What follows belongs to an exercise in optimizing a design on an open flow for small area, a short achievable clock period and few clock cycles; a production flow would make more cautious choices. Where RTL was checked, it was by simulation tests only, not by an equivalence proof against the original. No driver is modelled on the clock port, so clocking that relies on it looks cheaper here than on a real chip. No activity file was given, so power comes from the tool's default toggle rates.

== north ==
## mean_and_median_of_set
module mean_and_median_of_set (
  input  logic                           clk_i,
  input  logic                           rst_ni,
  input  logic                           start,
  output logic                           busy,
  input  logic [mams_pkg::ResponseW-1:0] response_i,
  input  logic                           last_i,
  output logic                           valid_o,
  output logic [mams_pkg::CountW-1:0]    count_o,
  output logic [mams_pkg::TotalW-1:0]    total_o,
  output logic [mams_pkg::MeanW-1:0]     mean_q8_o,
  output logic [mams_pkg::MedianW-1:0]   median_o,
  output logic                           overflow_o
);
  logic       busy_q;
  logic       in_v;       
  logic       in_keep;    
  logic [3:0] in_x;
  logic       in_last;
  logic       take;
  logic       room;       
  assign busy = busy_q;
  assign take = start && !busy_q;
  always_ff @(posedge clk_i or negedge rst_ni) begin
    if (!rst_ni) begin
      in_v    <= 1'b0;
      in_keep <= 1'b0;
    end else begin
      in_v    <= take;
      in_keep <= take && room;
    end
  end
  always_ff @(posedge clk_i) begin
    in_x    <= response_i;
    in_last <= last_i;
  end
  logic        fresh_q;    
  logic        rec_v_q;    
  logic        hold;       
  logic        close;
  logic [6:0]  k_q;        
  logic        p_q;        
  logic [14:0] flag_q;     
  logic        first_q;    
  logic [3:0]  med_h_q;    
  logic [7:0]  cnt;
  logic [3:0]  slo_q;      
  logic [6:0]  shi_q;      
  logic        sc_q;       
  logic [6:0]  shi;
  logic [4:0]  slo;
  logic        ovf_q;
  logic [14:0] flag;
  logic [15:0] f;
  logic [3:0]  med;
  logic [mams_pkg::RecW-1:0] rec;
  assign close = in_v && in_last;
  assign room  = close || fresh_q || !(k_q[6] && (!p_q || in_keep));
  always_ff @(posedge clk_i or negedge rst_ni) begin
    if (!rst_ni) begin
      fresh_q <= 1'b1;
      rec_v_q <= 1'b0;
      first_q <= 1'b0;
    end else begin
      fresh_q <= close || hold;
      rec_v_q <= close || hold;
      first_q <= close;
    end
  end
  always_ff @(posedge clk_i) begin
    if (hold) begin
      k_q   <= k_q;
      p_q   <= p_q;
      ovf_q <= ovf_q;
    end else if (fresh_q) begin
      k_q   <= {6'd0, in_keep};
      p_q   <= in_keep;
      ovf_q <= in_v && !in_keep;
  ...
==> module mean_and_median_of_set, before the edit <==
module mean_and_median_of_set (
  input  logic                           clk_i,
  input  logic                           rst_ni,
  input  logic                           start,
  output logic                           busy,
  input  logic [mams_pkg::ResponseW-1:0] response_i,
  input  logic                           last_i,
  output logic                           valid_o,
  output logic [mams_pkg::CountW-1:0]    count_o,
  output logic [mams_pkg::TotalW-1:0]    total_o,
  output logic [mams_pkg::MeanW-1:0]     mean_q8_o,
  output logic [mams_pkg::MedianW-1:0]   median_o,
  output logic                           overflow_o
);
  logic       busy_q;
  logic       in_v;       
  logic       in_keep;    
  logic [3:0] in_x;
  logic       in_last;
  logic       take;
  logic       room;       
  assign busy = busy_q;
  assign take = start && !busy_q;
  always_ff @(posedge clk_i or negedge rst_ni) begin
    if (!rst_ni) begin
      in_v    <= 1'b0;
      in_keep <= 1'b0;
    end else begin
      in_v    <= take;
      in_keep <= take && room;
    end
  end
  always_ff @(posedge clk_i) begin
    in_x    <= response_i;
    in_last <= last_i;
  end
  logic        fresh_q;    
  logic        rec_v_q;    
  logic        hold;       
  logic        close;
  logic [6:0]  k_q;        
  logic        p_q;        
  logic [14:0] flag_q;     
  logic        first_q;    
  logic [3:0]  med_h_q;    
  logic [7:0]  cnt;
  logic [3:0]  slo_q;      
  logic [6:0]  shi_q;      
  logic        sc_q;       
  logic [6:0]  shi;
  logic [4:0]  slo;
  logic        ovf_q;
  logic [14:0] flag;
  logic [15:0] f;
  logic [3:0]  med;
  logic [mams_pkg::RecW-1:0] rec;
  assign close = in_v && in_last;
  assign room  = close || fresh_q || !(k_q[6] && (!p_q || in_keep));
  always_ff @(posedge clk_i or negedge rst_ni) begin
    if (!rst_ni) begin
      fresh_q <= 1'b1;
      rec_v_q <= 1'b0;
      first_q <= 1'b0;
    end else begin
      fresh_q <= close || hold;
      rec_v_q <= close || hold;
      first_q <= close;
    end
  end
  always_ff @(posedge clk_i) begin
    if (hold) begin
      k_q   <= k_q;
      p_q   <= p_q;
      ovf_q <= ovf_q;
    end else if (fresh_q) begin
      k_q   <= {6'd0, in_keep};
      p_q   <= in_keep;
      ovf_q <= in_v && !in_keep;
    end else begin
      k_q   <= k_q + {6'd0, in_keep && !p_q};
      p_q   <= p_q ^ in_keep;
      ovf_q <= ovf_q || (in_v && !in_keep);
    end
  end
  assign shi = shi_q + {6'd0, sc_q};
  assign slo = (fresh_q ? 5'd0 : {1'b0, slo_q}) + (in_keep ? {1'b0, in_x} : 5'd0);
  always_ff @(posedge clk_i) begin
    if (!hold) begin
      slo_q <= slo[3:0];
      sc_q  <= slo[4];
      shi_q <= fresh_q ? 7'd0 : shi;
    end
  end
  for (genvar v = 0; v < 15; v++) begin : g_cum
    mams_cell u_cell (
      .clk_i (clk_i),
      .clr_i (fresh_q),
      .inc_i (in_keep && (in_x <= 4'(v))),
      .k_i   (k_q),
      .flag_o(flag[v])
    );
  end
  always_ff @(posedge clk_i) begin
    flag_q <= flag;
  end
  assign f = {1'b1, flag_q};
  always_comb begin
    med[3] = !f[7];
    med[2] = (f[7] && !f[3]) || (f[15] && !f[11]);
    med[1] = 1'b0;
    for (int j = 0; j < 4; j++) med[1] = med[1] || (f[4*j+3] && !f[4*j+1]);
    med[0] = 1'b0;
    for (int j = 0; j < 8; j++) med[0] = med[0] || (f[2*j+1] && !f[2*j]);
  end
  assign cnt = p_q ? {k_q - 7'd1, 1'b1} : {k_q, 1'b0};
  always_ff @(posedge clk_i) begin
    if (first_q) med_h_q <= med;
  end
  assign rec = {cnt, shi, slo_q, first_q ? med : med_h_q, ovf_q};
  logic       div_free, div_soon, div_load;
  logic [mams_pkg::RecW-1:0] div_rec;
  assign hold     = rec_v_q && !div_free;
  assign div_load = div_free && rec_v_q;
  assign div_rec  = rec;
  logic ca, cb, ge1, ge2;
  assign ca  = close;
  assign cb  = take && last_i;
  assign ge1 = rec_v_q || ca || cb;
  assign ge2 = (rec_v_q && (ca || cb)) || (ca && cb);
  always_ff @(posedge clk_i or negedge rst_ni) begin
    if (!rst_ni) busy_q <= 1'b0;
    else         busy_q <= div_soon ? ge2 : ge1;
  end
  mams_div u_div (
    .clk_i     (clk_i),
    .rst_ni    (rst_ni),
    .load_i    (div_load),
    .rec_i     (div_rec),
    .free_o    (div_free),
    .soon_o    (div_soon),
    .valid_o   (valid_o),
    .count_o   (count_o),
    .total_o   (total_o),
    .mean_o    (mean_q8_o),
    .median_o  (median_o),
    .overflow_o(overflow_o)
  );
endmodule
==> flow/config.mk <==
export PLATFORM = sky130hd
export DESIGN_NAME = mean_and_median_of_set
export DESIGN_NICKNAME = mean_and_median_of_set
export VERILOG_FILES = /design/flow/design.v
export SDC_FILE = /design/flow/constraint.sdc
export NUM_CORES = 4
export LEC_CHECK = 0
export ABC_CLOCK_PERIOD_IN_PS = 2200
export CAP_MARGIN = 20
export CORE_MARGIN = 2
export CORE_UTILIZATION = 70
export CTS_CLUSTER_DIAMETER = 80
export CTS_CLUSTER_SIZE = 20
export PLACE_DENSITY = 0.8
export SETUP_SLACK_MARGIN = 3.8
export SLEW_MARGIN = 20
==> flow/constraint.sdc <==
create_clock -name core_clock -period 6.0 [get_ports {clk_i}]
set_input_delay 1.2000 -clock core_clock [delete_from_list [all_inputs] [get_ports {clk_i}]]
set_output_delay 1.2000 -clock core_clock [all_outputs]
set_load 0.01 [all_outputs]
standard.sh (not shown) runs the stock make flow with config.mk's settings and CLKGATE_MAP_FILE= SYNTH_SCRIPT=/design/flow/synth_recipe.tcl, a recipe that flattens the netlist after the stock synthesis.
==> flow/flow/run.sh <==
#!/bin/bash
# The standard layout (standard.sh), with one change to the clock tree: after
# clock tree synthesis, the root clock buffer, which only passes the clock on
# to the two branch buffers, is taken out, so the clock port drives the branch
# buffers directly. Every register keeps the same number of buffers (two)
# between the clock port and its clock pin; only the whole tree gets faster.
# Tool output goes to standard.log and flatten_clock.log.
here=$(pwd)
export POST_CTS_TCL="$here/flow/flatten_clock.tcl"
export FLATTEN_CLOCK_LOG="$here/flatten_clock.log"
bash standard.sh > standard.log 2>&1
==> flow/flow/flatten_clock.tcl <==
set log [open $::env(FLATTEN_CLOCK_LOG) w]
set block [ord::get_db_block]
set port [$block findBTerm clk_i]
set pnet [$port getNet]
set roots [$pnet getITerms]
puts $log "clock port drives [llength $roots] cell pin(s)"
if {[llength $roots] == 1} {
  set rin [lindex $roots 0]
  set root [$rin getInst]
  set rout [$root findITerm X]
  set rnet [$rout getNet]
  set sinks {}
  set ok [string match "sky130_fd_sc_hd__clkbuf_*" [[$root getMaster] getName]]
  foreach s [$rnet getITerms] {
    if {[$s getInst] eq $root} { continue }
    if {![string match "sky130_fd_sc_hd__clkbuf_*" [[[$s getInst] getMaster] getName]]} { set ok 0 }
    lappend sinks $s
  }
  if {$ok && [llength $sinks] >= 1 && [llength $sinks] <= 4} {
    foreach s $sinks {
      $s disconnect
      $s connect $pnet
    }
    $rout disconnect
    $rin disconnect
    puts $log "removed [$root getName]: port now drives [llength $sinks] clock buffers"
    odb::dbInst_destroy $root
    odb::dbNet_destroy $rnet
  } else {
    puts $log "kept the root buffer: [llength $sinks] loads, all clock buffers: $ok"
  }
}
estimate_parasitics -placement
close $log
Testbench counts of north, summed over its fixed seeds: cycles 57,488.
> inputs changed (north -> south)
--- a/flow/design.v
+++ b/flow/design.v
@@ -154,8 +154,6 @@
   logic [6:0]  k_q;        
   logic        p_q;        
   logic [14:0] flag_q;     
-  logic        first_q;    
-  logic [3:0]  med_h_q;    
   logic [7:0]  cnt;
   logic [3:0]  slo_q;      
   logic [6:0]  shi_q;      
@@ -173,11 +171,9 @@
     if (!rst_ni) begin
       fresh_q <= 1'b1;
       rec_v_q <= 1'b0;
-      first_q <= 1'b0;
     end else begin
       fresh_q <= close || hold;
       rec_v_q <= close || hold;
-      first_q <= close;
     end
   end
   always_ff @(posedge clk_i) begin
@@ -214,7 +210,7 @@
     );
   end
   always_ff @(posedge clk_i) begin
-    flag_q <= flag;
+    if (!hold) flag_q <= flag;
   end
   assign f = {1'b1, flag_q};
   always_comb begin
@@ -226,23 +222,32 @@
     for (int j = 0; j < 8; j++) med[0] = med[0] || (f[2*j+1] && !f[2*j]);
   end
   assign cnt = p_q ? {k_q - 7'd1, 1'b1} : {k_q, 1'b0};
-  always_ff @(posedge clk_i) begin
-    if (first_q) med_h_q <= med;
-  end
-  assign rec = {cnt, shi, slo_q, first_q ? med : med_h_q, ovf_q};
+  assign rec = {cnt, shi, slo_q, med, ovf_q};
+  logic [mams_pkg::RecW-1:0] slot_q;
+  logic       fill_q, fill_d;
   logic       div_free, div_soon, div_load;
+  logic       push_ok;
   logic [mams_pkg::RecW-1:0] div_rec;
-  assign hold     = rec_v_q && !div_free;
-  assign div_load = div_free && rec_v_q;
-  assign div_rec  = rec;
-  logic ca, cb, ge1, ge2;
+  assign push_ok  = !fill_q || div_free;
+  assign hold     = rec_v_q && !push_ok;
+  assign div_load = div_free && (fill_q || rec_v_q);
+  assign div_rec  = fill_q ? slot_q : rec;
+  assign fill_d   = rec_v_q ? !(div_load && !fill_q) : (fill_q && !div_load);
+  always_ff @(posedge clk_i or negedge rst_ni) begin
+    if (!rst_ni) fill_q <= 1'b0;
+    else         fill_q <= fill_d;
+  end
+  always_ff @(posedge clk_i) begin
+    if (rec_v_q && push_ok) slot_q <= rec;
+  end
+  logic ca, cb, ge2, ge3;
   assign ca  = close;
   assign cb  = take && last_i;
-  assign ge1 = rec_v_q || ca || cb;
-  assign ge2 = (rec_v_q && (ca || cb)) || (ca && cb);
+  assign ge2 = (fill_q && (rec_v_q || ca || cb)) || (rec_v_q && (ca || cb)) || (ca && cb);
+  assign ge3 = (fill_q && rec_v_q && (ca || cb)) || ((fill_q || rec_v_q) && ca && cb);
   always_ff @(posedge clk_i or negedge rst_ni) begin
     if (!rst_ni) busy_q <= 1'b0;
-    else         busy_q <= div_soon ? ge2 : ge1;
+    else         busy_q <= div_soon ? ge3 : ge2;
   end
   mams_div u_div (
     .clk_i     (clk_i),
Findings:
For north, the critical path startpoint was in_keep, unlike south, where it was start.
Comparing north and south, the lower core occupancy in the finished layout was measured on north.
Total detailed-routing wirelength (south vs. north) increases by more than 10%
Looking at transition time at the pin with the least slew margin across north and south, the one that comes out higher is north.
Compared to north, south has clock distribution area overhead in the final layout 0.19 points lower.
south gives less proportion of power drawn by the clock network than north did.
Comparing north and south, the higher post-synthesis compound-gate area fraction was measured on north.
Compared with north, in south switching share of power lost 0.41 points; clock-buffer cell count picked up an extra about 5%.
Looking only at post-layout worst setup margin, and setting everything else aside, the lower value of north and south goes to south.
south can be clocked slower than north.
Of south and north, it is south that has the higher count of plain and timing-repair buffers in the layout.
Taking north over south, the first-pass GRT wire length ratio works out to 0.913.
For south, only the layout was checked, not whether the RTL still works.

## P
The RTL this note starts from:
==> flow/design.v <==
package mams_pkg;
  localparam int unsigned ResponseW = 4;
  localparam int unsigned CountW    = 8;
  localparam int unsigned TotalW    = 11;
  localparam int unsigned MeanW     = 12;
  localparam int unsigned MedianW   = 4;
  localparam int unsigned FracBits  = 8;
  localparam int unsigned RecW = CountW + TotalW + MedianW + 1;
endpackage
module mams_cell (
  input  logic       clk_i,
  input  logic       clr_i,
  input  logic       inc_i,
  input  logic [6:0] r_i,
  output logic       flag_o
);
  logic [6:0] c_q;
  assign flag_o = c_q > r_i;
  always_ff @(posedge clk_i) begin
    if (clr_i) begin
      c_q <= {6'd0, inc_i};
    end else if (inc_i && !(&c_q)) begin
      c_q <= c_q + 7'd1;
    end
  end
endmodule
module mams_div (
  input  logic                      clk_i,
  input  logic                      rst_ni,
  input  logic                      load_i,
  input  logic [mams_pkg::RecW-1:0] rec_i,
  output logic                      free_o,    
  output logic                      soon_o,    
  output logic                      valid_o,
  output logic [7:0]                count_o,
  output logic [10:0]               total_o,
  output logic [11:0]               mean_o,
  output logic [3:0]                median_o,
  output logic                      overflow_o
);
  logic [3:0]  cnt_q;      
  logic        run_q;
  logic        valid_q;
  logic [7:0]  dn_q;
  logic [10:0] dt_q;
  logic [3:0]  dm_q;
  logic        do_q;
  logic [11:0] q_q;
  logic [7:0]  rem_q;
  logic [7:0]  rc;
  logic [10:0] rs;
  logic [8:0]  trial;
  logic [8:0]  step;
  logic        sub;
  assign {rc, rs} = rec_i[mams_pkg::RecW-1:5];
  assign sub   = !rem_q[7];
  assign trial = {rem_q, q_q[11]};
  assign step  = trial + ({1'b0, dn_q} ^ {9{sub}}) + {8'd0, sub};
  assign free_o = !run_q;
  assign soon_o = run_q ? cnt_q <= 4'd3 : !load_i;
  always_ff @(posedge clk_i or negedge rst_ni) begin
    if (!rst_ni) begin
      run_q   <= 1'b0;
      valid_q <= 1'b0;
      cnt_q   <= '0;
    end else begin
      valid_q <= run_q && cnt_q == 4'd1;
      if (load_i) begin
        run_q <= 1'b1;
        cnt_q <= 4'd12;
      end else if (run_q) begin
        cnt_q <= cnt_q - 4'd1;
        if (cnt_q == 4'd1) run_q <= 1'b0;
      end
    end
  end
  always_ff @(posedge clk_i) begin
    if (load_i) begin
      {dn_q, dt_q, dm_q, do_q} <= rec_i;
    end
  end
  always_ff @(posedge clk_i) begin
    if (load_i) begin
      rem_q <= {1'b0, rs[10:4]};
      q_q   <= {rs[3:0], 8'd0};
    end else begin
      rem_q <= step[7:0];
      q_q   <= {q_q[10:0], !step[8]};
    end
  end
  assign valid_o    = valid_q;
  assign count_o    = dn_q;
  assign total_o    = dt_q;
  assign mean_o     = q_q;
  assign median_o   = dm_q;
  assign overflow_o = do_q;
endmodule
module mean_and_median_of_set (
  input  logic                           clk_i,
  input  logic                           rst_ni,
  input  logic                           start,
  output logic                           busy,
  input  logic [mams_pkg::ResponseW-1:0] response_i,
  input  logic                           last_i,
  output logic                           valid_o,
  output logic [mams_pkg::CountW-1:0]    count_o,
  output logic [mams_pkg::TotalW-1:0]    total_o,
  output logic [mams_pkg::MeanW-1:0]     mean_q8_o,
  output logic [mams_pkg::MedianW-1:0]   median_o,
  output logic                           overflow_o
);
  localparam int unsigned NSLOT = 2;
  logic       busy_q;
  logic       in_v;
  logic [3:0] in_x;
  logic       in_last;
  logic       take;
  assign busy = busy_q;
  assign take = start && !busy_q;
  always_ff @(posedge clk_i or negedge rst_ni) begin
    if (!rst_ni) in_v <= 1'b0;
    else         in_v <= take;
  end
  always_ff @(posedge clk_i) begin
    in_x    <= response_i;
    in_last <= last_i;
  end
  logic        fresh_q;    
  logic        rec_v_q;    
  logic [7:0]  n_q;
  logic [6:0]  r_q;        
  logic [10:0] s_q;
  logic        ovf_q;
  logic        full, keep;
  logic [14:0] flag;
  logic [3:0]  med;
  logic [mams_pkg::RecW-1:0] rec;
  assign full = n_q[7] && !fresh_q;
  assign keep = in_v && !full;
  always_ff @(posedge clk_i or negedge rst_ni) begin
    if (!rst_ni) begin
      fresh_q <= 1'b1;
      rec_v_q <= 1'b0;
    end else begin
      fresh_q <= in_v && in_last;
      rec_v_q <= in_v && in_last;
    end
  end
  always_ff @(posedge clk_i) begin
    if (fresh_q) begin
      n_q   <= {7'd0, keep};
      r_q   <= '0;
      s_q   <= keep ? {7'd0, in_x} : 11'd0;
      ovf_q <= 1'b0;
    end else begin
      n_q   <= n_q + {7'd0, keep};
      r_q   <= r_q + {6'd0, keep && n_q[0]};
      s_q   <= s_q + (keep ? {7'd0, in_x} : 11'd0);
      ovf_q <= ovf_q || (in_v && full);
    end
  end
  for (genvar v = 0; v < 15; v++) begin : g_cum
    mams_cell u_cell (
      .clk_i (clk_i),
      .clr_i (fresh_q),
      .inc_i (keep && (in_x <= 4'(v))),
      .r_i   (r_q),
      .flag_o(flag[v])
    );
  end
  always_comb begin
    med = 4'd15;
    for (int v = 14; v >= 0; v--) begin
      if (flag[v]) med = 4'(v);
    end
  end
  assign rec = {n_q, s_q, med, ovf_q};
  logic [mams_pkg::RecW-1:0] slot0_q, slot1_q;
  logic [1:0] fill_q, fill_d;
  logic       div_free, div_soon, div_load;
  logic       pop, push;
  logic [mams_pkg::RecW-1:0] div_rec;
  assign div_load = div_free && (fill_q != 2'd0 || rec_v_q);
  assign div_rec  = (fill_q != 2'd0) ? slot0_q : rec;
  assign pop      = div_load && fill_q != 2'd0;
  assign push     = rec_v_q && !(div_load && fill_q == 2'd0);
  always_comb begin
    fill_d = fill_q;
    if (pop)  fill_d = fill_d - 2'd1;
    if (push) fill_d = fill_d + 2'd1;
  end
  always_ff @(posedge clk_i or negedge rst_ni) begin
    if (!rst_ni) fill_q <= '0;
    else         fill_q <= fill_d;
  end
  always_ff @(posedge clk_i) begin
    if (fill_q == 2'd0 || pop) slot0_q <= fill_q[1] ? slot1_q : rec;
    if (rec_v_q)               slot1_q <= rec;
  end
  logic [2:0] due;
  assign due = {1'b0, fill_d} + {2'd0, in_v && in_last} + {2'd0, take && last_i};
  always_ff @(posedge clk_i or negedge rst_ni) begin
    if (!rst_ni) busy_q <= 1'b0;
    else         busy_q <= due >= 3'(NSLOT) + {2'd0, div_soon};
  end
  mams_div u_div (
    .clk_i     (clk_i),
    .rst_ni    (rst_ni),
    .load_i    (div_load),
    .rec_i     (div_rec),
    .free_o    (div_free),
    .soon_o    (div_soon),
    .valid_o   (valid_o),
    .count_o   (count_o),
    .total_o   (total_o),
    .mean_o    (mean_q8_o),
    .median_o  (median_o),
    .overflow_o(overflow_o)
  );
endmodule
make LEC_CHECK=0 ABC_CLOCK_PERIOD_IN_PS=2500 CAP_MARGIN=20 CORE_MARGIN=2 CORE_UTILIZATION=40 SETUP_SLACK_MARGIN=3.5 SLEW_MARGIN=20 finish   # period 6.0 ns
run.sh (not shown) runs the stock make flow with config.mk's settings and CLKGATE_MAP_FILE= SYNTH_SCRIPT=/design/flow/synth_recipe.tcl, a recipe that flattens the netlist after the stock synthesis.
Stock flow here: none of the scripts above is used.
P | status: complete | timing, DRC, antenna: pass
[inputs] Q vs P
diff --git a/flow/design.v b/flow/design.v
--- a/flow/design.v
+++ b/flow/design.v
@@ -47,17 +47,20 @@
   logic        do_q;
   logic [11:0] q_q;
   logic [7:0]  rem_q;
   logic [7:0]  rc;
   logic [10:0] rs;
-  logic [8:0]  trial;
-  logic [8:0]  step;
-  logic        sub;
+  logic [8:0]  trial1, trial2;
+  logic [8:0]  step1, step2;
+  logic        sub1, sub2;
   assign {rc, rs} = rec_i[mams_pkg::RecW-1:5];
-  assign sub   = !rem_q[7];
-  assign trial = {rem_q, q_q[11]};
-  assign step  = trial + ({1'b0, dn_q} ^ {9{sub}}) + {8'd0, sub};
+  assign sub1   = !rem_q[7];
+  assign trial1 = {rem_q, q_q[11]};
+  assign step1  = trial1 + ({1'b0, dn_q} ^ {9{sub1}}) + {8'd0, sub1};
+  assign sub2   = !step1[8];
+  assign trial2 = {step1[7:0], q_q[10]};
+  assign step2  = trial2 + ({1'b0, dn_q} ^ {9{sub2}}) + {8'd0, sub2};
   assign free_o = !run_q;
   assign soon_o = run_q ? cnt_q <= 4'd3 : !load_i;
   always_ff @(posedge clk_i or negedge rst_ni) begin
     if (!rst_ni) begin
       run_q   <= 1'b0;
@@ -65,11 +68,11 @@
       cnt_q   <= '0;
     end else begin
       valid_q <= run_q && cnt_q == 4'd1;
       if (load_i) begin
         run_q <= 1'b1;
-        cnt_q <= 4'd12;
+        cnt_q <= 4'd6;
       end else if (run_q) begin
         cnt_q <= cnt_q - 4'd1;
         if (cnt_q == 4'd1) run_q <= 1'b0;
       end
     end
@@ -82,12 +85,12 @@
   always_ff @(posedge clk_i) begin
     if (load_i) begin
       rem_q <= {1'b0, rs[10:4]};
       q_q   <= {rs[3:0], 8'd0};
     end else begin
-      rem_q <= step[7:0];
-      q_q   <= {q_q[10:0], !step[8]};
+      rem_q <= step2[7:0];
+      q_q   <= {q_q[9:0], !step1[8], !step2[8]};
     end
   end
   assign valid_o    = valid_q;
   assign count_o    = dn_q;
   assign total_o    = dt_q;
@@ -107,11 +110,10 @@
   output logic [mams_pkg::TotalW-1:0]    total_o,
   output logic [mams_pkg::MeanW-1:0]     mean_q8_o,
   output logic [mams_pkg::MedianW-1:0]   median_o,
   output logic                           overflow_o
 );
-  localparam int unsigned NSLOT = 2;
   logic       busy_q;
   logic       in_v;
   logic [3:0] in_x;
   logic       in_last;
   logic       take;
@@ -126,11 +128,10 @@
     in_last <= last_i;
   end
   logic        fresh_q;    
   logic        rec_v_q;    
   logic [7:0]  n_q;
-  logic [6:0]  r_q;        
   logic [10:0] s_q;
   logic        ovf_q;
   logic        full, keep;
   logic [14:0] flag;
   logic [3:0]  med;
@@ -147,63 +148,53 @@
     end
   end
   always_ff @(posedge clk_i) begin
     if (fresh_q) begin
       n_q   <= {7'd0, keep};
-      r_q   <= '0;
       s_q   <= keep ? {7'd0, in_x} : 11'd0;
       ovf_q <= 1'b0;
     end else begin
       n_q   <= n_q + {7'd0, keep};
-      r_q   <= r_q + {6'd0, keep && n_q[0]};
       s_q   <= s_q + (keep ? {7'd0, in_x} : 11'd0);
       ovf_q <= ovf_q || (in_v && full);
     end
   end
   for (genvar v = 0; v < 15; v++) begin : g_cum
     mams_cell u_cell (
       .clk_i (clk_i),
       .clr_i (fresh_q),
       .inc_i (keep && (in_x <= 4'(v))),
-      .r_i   (r_q),
+      .r_i   (n_q[7:1]),
       .flag_o(flag[v])
     );
   end
   always_comb begin
     med = 4'd15;
     for (int v = 14; v >= 0; v--) begin
       if (flag[v]) med = 4'(v);
     end
   end
   assign rec = {n_q, s_q, med, ovf_q};
-  logic [mams_pkg::RecW-1:0] slot0_q, slot1_q;
-  logic [1:0] fill_q, fill_d;
+  logic [mams_pkg::RecW-1:0] slot_q;
+  logic       fill_q, fill_d;
   logic       div_free, div_soon, div_load;
-  logic       pop, push;
   logic [mams_pkg::RecW-1:0] div_rec;
-  assign div_load = div_free && (fill_q != 2'd0 || rec_v_q);
-  assign div_rec  = (fill_q != 2'd0) ? slot0_q : rec;
-  assign pop      = div_load && fill_q != 2'd0;
-  assign push     = rec_v_q && !(div_load && fill_q == 2'd0);
-  always_comb begin
-    fill_d = fill_q;
-    if (pop)  fill_d = fill_d - 2'd1;
-    if (push) fill_d = fill_d + 2'd1;
-  end
-  always_ff @(posedge clk_i or negedge rst_ni) begin
-    if (!rst_ni) fill_q <= '0;
+  assign div_load = div_free && (fill_q || rec_v_q);
+  assign div_rec  = fill_q ? slot_q : rec;
+  assign fill_d   = rec_v_q ? !(div_load && !fill_q) : (fill_q && !div_load);
+  always_ff @(posedge clk_i or negedge rst_ni) begin
+    if (!rst_ni) fill_q <= 1'b0;
     else         fill_q <= fill_d;
   end
   always_ff @(posedge clk_i) begin
-    if (fill_q == 2'd0 || pop) slot0_q <= fill_q[1] ? slot1_q : rec;
-    if (rec_v_q)               slot1_q <= rec;
-  end
-  logic [2:0] due;
-  assign due = {1'b0, fill_d} + {2'd0, in_v && in_last} + {2'd0, take && last_i};
+    if (rec_v_q) slot_q <= rec;
+  end
+  logic [1:0] due;
+  assign due = {1'b0, fill_d} + {1'b0, in_v && in_last} + {1'b0, take && last_i};
   always_ff @(posedge clk_i or negedge rst_ni) begin
     if (!rst_ni) busy_q <= 1'b0;
-    else         busy_q <= due >= 3'(NSLOT) + {2'd0, div_soon};
+    else         busy_q <= due > {1'b0, div_soon};
   end
   mams_div u_div (
     .clk_i     (clk_i),
     .rst_ni    (rst_ni),
     .load_i    (div_load),
Notes after the runs:
Taking P as 1.0, Q lands at 0.78 on fmax. Looking at width of the chip, Q sits 4.4% lower than P does. [compare] base=P new=Q: delay contributed by the slowest stage of the critical path climbed 80 ps; worst hold margin went down by 4.4 ps; share of async-settable or async-resettable flops after synthesis saw an increase; final cycle utilization of the critical path increased by 13 points relative to the old numbers. Count of flip-flops with a built-in enable after synthesis: Q lower than P. Relative to P, pin count of the biggest net entering global routing increased by 4 in Q. Looking at final period demand of the worst path, Q sits 770 ps above P. Relative to P, number of nets in the layout has decreased by 2.3% in Q. From P to Q the numbers moved as follows: synthesized cell count decreased by 46 relative to the old numbers, combined global-route utilization of all metal layers down 0.23 points. Looking at last element of the critical path, the u_div.q_q[0]$_SDFF_PP0_ result is from Q; the u_div.dm_q[0]$_DFFE_PP_ one comes from P.
Function was not checked in any run of this note: the RTL went through the layout flow alone.

==> separate check: timing with driven ports <==
How much do the figures lean on ideal ports? The routed layouts below were timed once more, with nothing changed but the port constraints.
Step 1 sets driving cells, clkbuf_16 on the clock port and buf_2 on the other inputs (assumed; they add their load-dependent delay and slew).
Step 2 moves the port delays by t, midway between the first and last clock arrival at a register: inputs arrive t later, outputs are due t later. That takes back most of the time a late clock gives input paths.
Slacks: ideal ports / drivers / drivers and shift; pairs: ideal ports / drivers.
run	t, ns	setup WS [ns]	slew at the worst register clock pin (ns)	worst data-port slew with drivers (ns)	pins driven straight from the clock port
north	0.396	3.847 / 3.790 / 3.542	0.09 / 0.09	0.04	2
south	0.406	3.685 / 3.712 / 3.306	0.09 / 0.09	0.04	2
P	0.605	3.263 / 3.263 / 2.963	0.06 / 0.06	0.03	1
Q	0.573	2.493 / 2.493 / 2.493	0.06 / 0.06	0.03	1
After both steps setup and hold are still met in every run listed. The setup slack of south, which loses most, moves by +0.027 ns with the drivers and by -0.379 ns with both steps.
